From an optimization exercise on the open Yosys and OpenROAD flow, aimed at small area and a short achievable clock period; shortcuts taken in it are not production practice.
For this run, only the layout was checked, not whether the RTL still works.
Power is estimated from default activity; no workload was simulated.

==> flow/design.v <==
`timescale 1ns/10ps
module fetch_unit (
  input  logic        clk,
  input  logic        rst,
  input  logic        step,
  input  logic        taken,
  input  logic [31:0] inst,
  output logic [5:0]  pc
);
  logic [5:0] seq_pc, tgt_pc, off;
  assign off = {inst[27:25], inst[11:9]};
  assign pc  = taken ? tgt_pc : seq_pc;
  always_ff @(posedge clk) begin
    tgt_pc <= taken ? tgt_pc + off : seq_pc + off;
    if (rst) begin
      seq_pc <= '0;
    end else if (step) begin
      seq_pc <= taken ? tgt_pc + 6'd1 : seq_pc + 6'd1;
    end else begin
      seq_pc <= pc;
    end
  end
endmodule
`timescale 1ns/10ps
module register_bank (
  input  logic        clk,
  input  logic        write_en,
  input  logic [4:0]  rd,
  input  logic [31:0] wdata,
  input  logic [31:0] bval,
  input  logic [4:0]  rs1,
  input  logic        byp1,
  output logic [31:0] rs1_val,
  input  logic [4:0]  rs2,
  input  logic        byp2,
  input  logic        use_rs2,
  input  logic [31:0] imm,
  output logic [31:0] op_b,
  input  logic        mon_en,
  input  logic [4:0]  mon_addr,
  input  logic        mon_byp,
  output logic [31:0] mon_data
);
  logic [31:0] regs [1:31];
  always_ff @(posedge clk) begin
    for (int i = 1; i < 32; i++) begin
      if (write_en && rd == 5'(i)) regs[i] <= wdata;
    end
  end
  always_comb begin
    rs1_val  = {32{byp1}} & bval;
    op_b     = ({32{byp2 && use_rs2}} & bval) | ({32{!use_rs2}} & imm);
    mon_data = {32{mon_byp}} & bval;
    for (int i = 1; i < 32; i++) begin
      rs1_val  = rs1_val  | ({32{rs1 == 5'(i) && !byp1}} & regs[i]);
      op_b     = op_b     | ({32{rs2 == 5'(i) && !byp2 && use_rs2}} & regs[i]);
      mon_data = mon_data | ({32{mon_en && mon_addr == 5'(i) && !mon_byp}} & regs[i]);
    end
  end
endmodule
`timescale 1ns/10ps
module decode_unit (
  input  logic        clk,
  input  logic        rst,
  input  logic        step,
  input  logic [31:0] inst,
  input  logic [31:0] rs1_val,
  input  logic [31:0] op_b,
  output logic [31:0] pa,
  output logic [31:0] pb,
  output logic [4:0]  pidx,
  output logic [4:0]  prd,
  output logic [9:0]  psel,
  output logic        pwr,
  output logic        pld,
  output logic        pst,
  output logic [5:0]  pbr,
  output logic [1:0]  peq,
  output logic [1:0]  pltu,
  output logic        plts
);
  localparam [6:0] OP_REG    = 7'b0110011;
  localparam [6:0] OP_IMM    = 7'b0010011;
  localparam [6:0] OP_LOAD   = 7'b0000011;
  localparam [6:0] OP_STORE  = 7'b0100011;
  localparam [6:0] OP_BRANCH = 7'b1100011;
  localparam S_ADD = 0, S_SUB = 1, S_SLL = 2, S_SLT = 3, S_SLTU = 4,
             S_XOR = 5, S_SRL = 6, S_SRA = 7, S_OR = 8, S_AND = 9;
  logic [6:0]  opcode;
  logic [2:0]  f3;
  logic [4:0]  rd;
  logic        is_reg, is_imm, is_load, is_store, is_branch;
  logic [9:0]  sel;
  logic [6:0]  imm_lo;
  logic [4:0]  mem_idx;
  assign imm_lo  = inst[5] ? {inst[26:25], inst[11:7]} : inst[26:20];
  assign mem_idx = 5'((rs1_val[6:0] + imm_lo) >> 2);
  assign opcode    = inst[6:0];
  assign f3        = inst[14:12];
  assign rd        = inst[11:7];
  assign is_reg    = opcode == OP_REG;
  assign is_imm    = opcode == OP_IMM;
  assign is_load   = opcode == OP_LOAD;
  assign is_store  = opcode == OP_STORE;
  assign is_branch = opcode == OP_BRANCH;
  always_comb begin
    sel = '0;
    case (f3)
      3'd0:    sel[(inst[30] && inst[5]) ? S_SUB : S_ADD] = 1'b1;
      3'd1:    sel[S_SLL]  = 1'b1;
      3'd2:    sel[S_SLT]  = 1'b1;
      3'd3:    sel[S_SLTU] = 1'b1;
      3'd4:    sel[S_XOR]  = 1'b1;
      3'd5:    sel[inst[30] ? S_SRA : S_SRL] = 1'b1;
      3'd6:    sel[S_OR]   = 1'b1;
      default: sel[S_AND]  = 1'b1;
    endcase
  end
  logic [31:0] beq, blt;
  logic [7:0]  geq, gltu;
  logic        glts;
  logic [3:0]  heq, hltu;
  logic        hlts;
  assign beq = ~(rs1_val ^ op_b);
  assign blt = ~rs1_val & op_b;
  always_comb begin
    for (int g = 0; g < 8; g++) begin
      geq[g]  = &beq[4*g +: 4];
      gltu[g] = blt[4*g+3]
             || (beq[4*g+3] && blt[4*g+2])
             || (beq[4*g+3] && beq[4*g+2] && blt[4*g+1])
             || (beq[4*g+3] && beq[4*g+2] && beq[4*g+1] && blt[4*g]);
    end
    glts = (rs1_val[31] && !op_b[31])
        || (beq[31] && blt[30])
        || (beq[31] && beq[30] && blt[29])
        || (beq[31] && beq[30] && beq[29] && blt[28]);
  end
  always_comb begin
    for (int h = 0; h < 4; h++) begin
      heq[h]  = geq[2*h+1] && geq[2*h];
      hltu[h] = gltu[2*h+1] || (geq[2*h+1] && gltu[2*h]);
    end
    hlts = glts || (geq[7] && gltu[6]);
  end
  logic [5:0] brk;
  always_comb begin
    brk = '0;
    case (f3)
      3'd0:    brk[0] = 1'b1;
      3'd1:    brk[1] = 1'b1;
      3'd4:    brk[2] = 1'b1;
      3'd5:    brk[3] = 1'b1;
      3'd6:    brk[4] = 1'b1;
      3'd7:    brk[5] = 1'b1;
      default: brk = '0;
    endcase
  end
  always_ff @(posedge clk) begin
    for (int q = 0; q < 2; q++) begin
      peq[q]  <= heq[2*q+1] && heq[2*q];
      pltu[q] <= hltu[2*q+1] || (heq[2*q+1] && hltu[2*q]);
    end
    plts <= hlts || (heq[3] && hltu[2]);
    pa   <= rs1_val;
    pb   <= op_b;
    pidx <= mem_idx;
    prd  <= rd;
    psel <= sel & {10{!is_load}};
    pwr  <= step && (is_reg || is_imm || is_load) && rd != 5'd0;
    pld  <= is_load;
    pst  <= step && is_store;
    pbr  <= brk & {6{step && is_branch && !rst}};
  end
endmodule
`timescale 1ns/10ps
module execute_unit (
  input  logic [31:0] a,
  input  logic [31:0] b,
  input  logic [9:0]  sel,
  input  logic [5:0]  br,
  input  logic [1:0]  geq,
  input  logic [1:0]  gltu,
  input  logic        glts,
  output logic [31:0] alu_res,
  output logic        taken
);
  localparam S_ADD = 0, S_SUB = 1, S_SLL = 2, S_SLT = 3, S_SLTU = 4,
             S_XOR = 5, S_SRL = 6, S_SRA = 7, S_OR = 8, S_AND = 9;
  logic        lt, ltu, eq;
  logic [31:0] bx, sum, sll, srl;
  assign eq  = geq[1] && geq[0];
  assign ltu = gltu[1] || (geq[1] && gltu[0]);
  assign lt  = glts    || (geq[1] && gltu[0]);
  assign bx = b ^ {32{sel[S_SUB]}};
  always_comb begin
    logic [31:0] g, p, gn, pn;
    g = a & bx;
    p = a ^ bx;
    g[0] = g[0] | (p[0] & sel[S_SUB]);
    for (int d = 1; d < 32; d = d * 2) begin
      gn = g;
      pn = p;
      for (int i = d; i < 32; i++) begin
        gn[i] = g[i] | (p[i] & g[i-d]);
        pn[i] = p[i] & p[i-d];
      end
      g = gn;
      p = pn;
    end
    sum = (a ^ bx) ^ {g[30:0], sel[S_SUB]};
  end
  logic [31:0] sh_in, sh_out;
  logic        sh_fill;
  always_comb begin
    for (int i = 0; i < 32; i++) sh_in[i] = sel[S_SLL] ? a[31-i] : a[i];
  end
  assign sh_fill = sel[S_SRA] && a[31];
  assign sh_out  = 32'($signed({sh_fill, sh_in}) >>> b[4:0]);
  always_comb begin
    for (int i = 0; i < 32; i++) sll[i] = sh_out[31-i];
  end
  assign srl = sh_out;
  assign alu_res = ({32{sel[S_ADD] | sel[S_SUB]}} & sum)
                 | ({32{sel[S_SLL]}}  & sll)
                 | ({32{sel[S_SLT]}}  & {31'b0, lt})
                 | ({32{sel[S_SLTU]}} & {31'b0, ltu})
                 | ({32{sel[S_XOR]}}  & (a ^ b))
                 | ({32{sel[S_SRL] | sel[S_SRA]}} & srl)
                 | ({32{sel[S_OR]}}   & (a | b))
                 | ({32{sel[S_AND]}}  & (a & b));
  assign taken = (br[0] && eq) || (br[1] && !eq) || (br[2] && lt) || (br[3] && !lt)
              || (br[4] && ltu) || (br[5] && !ltu);
endmodule
`timescale 1ns/10ps
module data_memory (
  input  logic        clk,
  input  logic        write_en,
  input  logic [4:0]  idx,
  input  logic [31:0] wdata,
  output logic [31:0] rdata,
  input  logic        mon_en,
  input  logic [4:0]  mon_addr,
  input  logic        mon_byp,
  input  logic [31:0] bval,
  output logic [31:0] mon_data
);
  logic [31:0] mem [32];
  always_ff @(posedge clk) begin
    for (int i = 0; i < 32; i++) begin
      if (write_en && idx == 5'(i)) mem[i] <= wdata;
    end
  end
  always_comb begin
    rdata    = '0;
    mon_data = {32{mon_byp}} & bval;
    for (int i = 0; i < 32; i++) begin
      rdata    = rdata    | ({32{idx == 5'(i)}} & mem[i]);
      mon_data = mon_data | ({32{mon_en && mon_addr == 5'(i) && !mon_byp}} & mem[i]);
    end
  end
endmodule
`timescale 1ns/10ps
module monitor_port (
  input  logic        clk,
  input  logic        rst,
  input  logic        wb_cyc,
  input  logic        wb_stb,
  input  logic [31:0] reg_data,
  input  logic [31:0] mem_data,
  output logic [31:0] wb_dat,
  output logic        wb_ack
);
  always_ff @(posedge clk) begin
    if (rst) begin
      wb_ack <= 1'b0;
    end else begin
      wb_ack <= wb_cyc && wb_stb && !wb_ack;
    end
    wb_dat <= reg_data | mem_data;
  end
endmodule
`timescale 1ns/10ps
module rv_step_core (
  input  logic        clk,
  input  logic        rst,
  input  logic        step,
  output logic [5:0]  imem_addr,
  input  logic [31:0] imem_data,
  input  logic        wb_cyc,
  input  logic        wb_stb,
  input  logic [5:0]  wb_adr,
  output logic [31:0] wb_dat,
  output logic        wb_ack
);
  logic [31:0] pa, pb;
  logic [4:0]  prd;
  logic [9:0]  psel;
  logic        pwr, pld, pst;
  logic [5:0]  pbr;
  logic [1:0]  peq, pltu;
  logic        plts;
  logic [4:0]  rs1, rs2;
  logic [31:0] rs1_val, op_b;
  logic [31:0] alu_res, ld_data, result;
  logic [4:0]  mem_idx;
  logic        taken;
  logic [31:0] mon_reg, mon_mem;
  assign rs1 = imem_data[19:15];
  assign rs2 = imem_data[24:20];
  decode_unit u_decode (
    .clk     (clk),
    .rst     (rst),
    .step    (step),
    .inst    (imem_data),
    .rs1_val (rs1_val),
    .op_b    (op_b),
    .pa      (pa),
    .pb      (pb),
    .pidx    (mem_idx),
    .prd     (prd),
    .psel    (psel),
    .pwr     (pwr),
    .pld     (pld),
    .pst     (pst),
    .pbr     (pbr),
    .peq     (peq),
    .pltu    (pltu),
    .plts    (plts)
  );
  execute_unit u_execute (
    .a       (pa),
    .b       (pb),
    .sel     (psel),
    .br      (pbr),
    .geq     (peq),
    .gltu    (pltu),
    .glts    (plts),
    .alu_res (alu_res),
    .taken   (taken)
  );
  assign result  = ({32{pld}} & ld_data) | alu_res;
  register_bank u_regs (
    .clk      (clk),
    .write_en (pwr),
    .rd       (prd),
    .wdata    (result),
    .bval     (result),
    .rs1      (rs1),
    .byp1     (pwr && prd == rs1),
    .rs1_val  (rs1_val),
    .rs2      (rs2),
    .byp2     (pwr && prd == rs2),
    .use_rs2  (imem_data[5]),
    .imm      ({{20{imem_data[31]}}, imem_data[31:20]}),
    .op_b     (op_b),
    .mon_en   (!wb_adr[5]),
    .mon_addr (wb_adr[4:0]),
    .mon_byp  (!wb_adr[5] && pwr && prd == wb_adr[4:0]),
    .mon_data (mon_reg)
  );
  data_memory u_dmem (
    .clk      (clk),
    .write_en (pst),
    .idx      (mem_idx),
    .wdata    (pb),
    .rdata    (ld_data),
    .mon_en   (wb_adr[5]),
    .mon_addr (wb_adr[4:0]),
    .mon_byp  (wb_adr[5] && pst && mem_idx == wb_adr[4:0]),
    .bval     (pb),
    .mon_data (mon_mem)
  );
  fetch_unit u_fetch (
    .clk    (clk),
    .rst    (rst),
    .step   (step),
    .taken  (taken),
    .inst   (imem_data),
    .pc     (imem_addr)
  );
  monitor_port u_monitor (
    .clk      (clk),
    .rst      (rst),
    .wb_cyc   (wb_cyc),
    .wb_stb   (wb_stb),
    .reg_data (mon_reg),
    .mem_data (mon_mem),
    .wb_dat   (wb_dat),
    .wb_ack   (wb_ack)
  );
endmodule
==> flow/flow/run.sh <==
#!/bin/bash
# Layout flow: the standard flow (standard synthesis unchanged) with
#  - the port buffers made from sky130_fd_sc_hd__buf_4 instead of the default
#    choice (a delay buffer), and
#  - timing repair allowed to change a cell's footprint, so that such cells
#    can be replaced.
# Each make run writes its full output to a log here; ORFS's own per-step logs
# are under orfs/logs.
set -euo pipefail
bash standard.sh \
  "BUFFER_PORTS_ARGS=-buffer_cell sky130_fd_sc_hd__buf_4" \
  "MATCH_CELL_FOOTPRINT=0" \
  finish > standard_finish.log 2>&1
==> flow/standard.sh <==
#!/bin/bash
# synth_recipe.tcl (not shown) runs the flow's synth.tcl, then flattens the netlist and writes it again
# the make line also repeats each setting of config.mk as NAME=value (left out here)
make -C /OpenROAD-flow-scripts/flow DESIGN_CONFIG=/design/flow/config.mk WORK_HOME=/design/flow/orfs CLKGATE_MAP_FILE= SYNTH_SCRIPT=/design/flow/synth_recipe.tcl "${@:-finish}"
==> flow/config.mk <==
export PLATFORM = sky130hd
export DESIGN_NAME = rv_step_core
export DESIGN_NICKNAME = rv_step_core
export VERILOG_FILES = /design/flow/design.v
export SDC_FILE = /design/flow/constraint.sdc
export NUM_CORES = 4
export LEC_CHECK = 0
export CAP_MARGIN = 20
export CORE_MARGIN = 2
export CORE_UTILIZATION = 40
export CTS_BUF_LIST = sky130_fd_sc_hd__clkbuf_8
export SETUP_SLACK_MARGIN = 5
export SLEW_MARGIN = 20
export TNS_END_PERCENT = 0
==> flow/constraint.sdc <==
create_clock -name core_clock -period 10.0 [get_ports {clk}]
set_input_delay 2.0000 -clock core_clock [delete_from_list [all_inputs] [get_ports {clk}]]
set_output_delay 2.0000 -clock core_clock [all_outputs]
set_load 0.01 [all_outputs]
==> flow_metrics.env <==
export IMPL_status="aborted with a tool error"
export IMPL_netlist_area_sq_um=102000
export IMPL_haltStage="5_1_grt"
export IMPL_place_gp_congestion=1.24
export IMPL_synth_fp_nets=8218
export IMPL_yosysSeqAreaShare=0.619
export IMPL_synth_top_area_share=0.591
export IMPL_cts_root_buffer="clkbuf_8"
export IMPL_synth_cell_types=95
export IMPL_grt_pass1_vias=107000
export IMPL_synth_area_leader_cell="edfxtp_1"
export IMPL_placementRows=185
export IMPL_synth_warnings=8
export IMPL_error_message="[ERROR GRT-0116] Global routing finished with congestion. Check the congestion regions in the DRC Viewer."
export IMPL_synth_async_reset_ratio=0
export IMPL_grt_max_degree=69
export IMPL_io_pins=82
export IMPL_synth_edff_count=2016
export IMPL_track_usage=0.741
export IMPL_synthMostInstantiatedCell="edfxtp_1"
export IMPL_hpwl_um=604000
export IMPL_cts_buffers=380
export IMPL_port_buffers=81
export IMPL_grt_pass1_wl_um=1230000
export IMPL_ys_seq_elements=2159
export IMPL_h_tree_depth=5
export IMPL_synthCells=8035
export IMPL_synthTopCellsByArea="edfxtp_1 59%, a22oi_1 13%, dfxtp_1 2.8%, a221oi_1 2.3%, a22o_1 2.1%"
export IMPL_cts_buffer_depth=4
export IMPL_overflow=14
export IMPL_initial_core_util=0.402
export IMPL_avgSynthCellArea_sq_um=12.7
export IMPL_cts_sinks=2159
export IMPL_die_w_um=510
export IMPL_synth_common_cells="2,016 x edfxtp_1, 1,831 x a22oi_1, 510 x nand2_1"
export IMPL_die_h_um=510
export IMPL_synth_main_ff_cell="edfxtp_1"
export IMPL_dpl_instance_area_sq_um=111000
## metal layers
metal | track usage | GRT overflow
met1 | 0.759 | 0
met2 | 0.872 | 5
met3 | 0.623 | 0
met4 | 0.701 | 8
met5 | 0.310 | 1
## cell families after synthesis
logic type	share of synthesized area
and+or+nand+nor	0.0845
buffers and inverters	0.0276
adders and majority gates	0.0173
muxes	0.0179
xor gates and xnor gates	0.00676
AOI/OAI and AO/OA	0.227
DFF	0.619
## power groups by stage
| stage | clock (mW) | combinational [mW] | sequential (mW) |
|---|---|---|---|
| CTS | 8.53 | 4.58 | 10.6 |
| detailed placement | 0 | 4.31 | 10.8 |
| global placement | 0 | 4.34 | 10.8 |
| floorplan | 0 | 1.90 | 10.7 |
## worst max path at each step
stage	to	slack, ns	cells past startpoint
2_1_floorplan	u_decode.pltu[0]	4.46	24
3_3_place_gp	u_decode.pltu[1]	1.95	24
3_5_place_dp	u_decode.pltu[1]	2.12	24
4_1_cts	u_decode.pltu[1]	4.46	26
## repair_timing
action	4_1_cts
gates cloned	5
resized for setup	255
hold buffers	0
setup buffers	131
pin swaps	92
setup endpoints to repair	626
## stage by stage
step                      worst slack (ns)  power (mW)  cells
after floorplan                       4.46        12.6   8035
after global placement                1.95        15.1  11400
after detailed placement              2.12        15.1  11400
after CTS                             4.46        23.7  12200
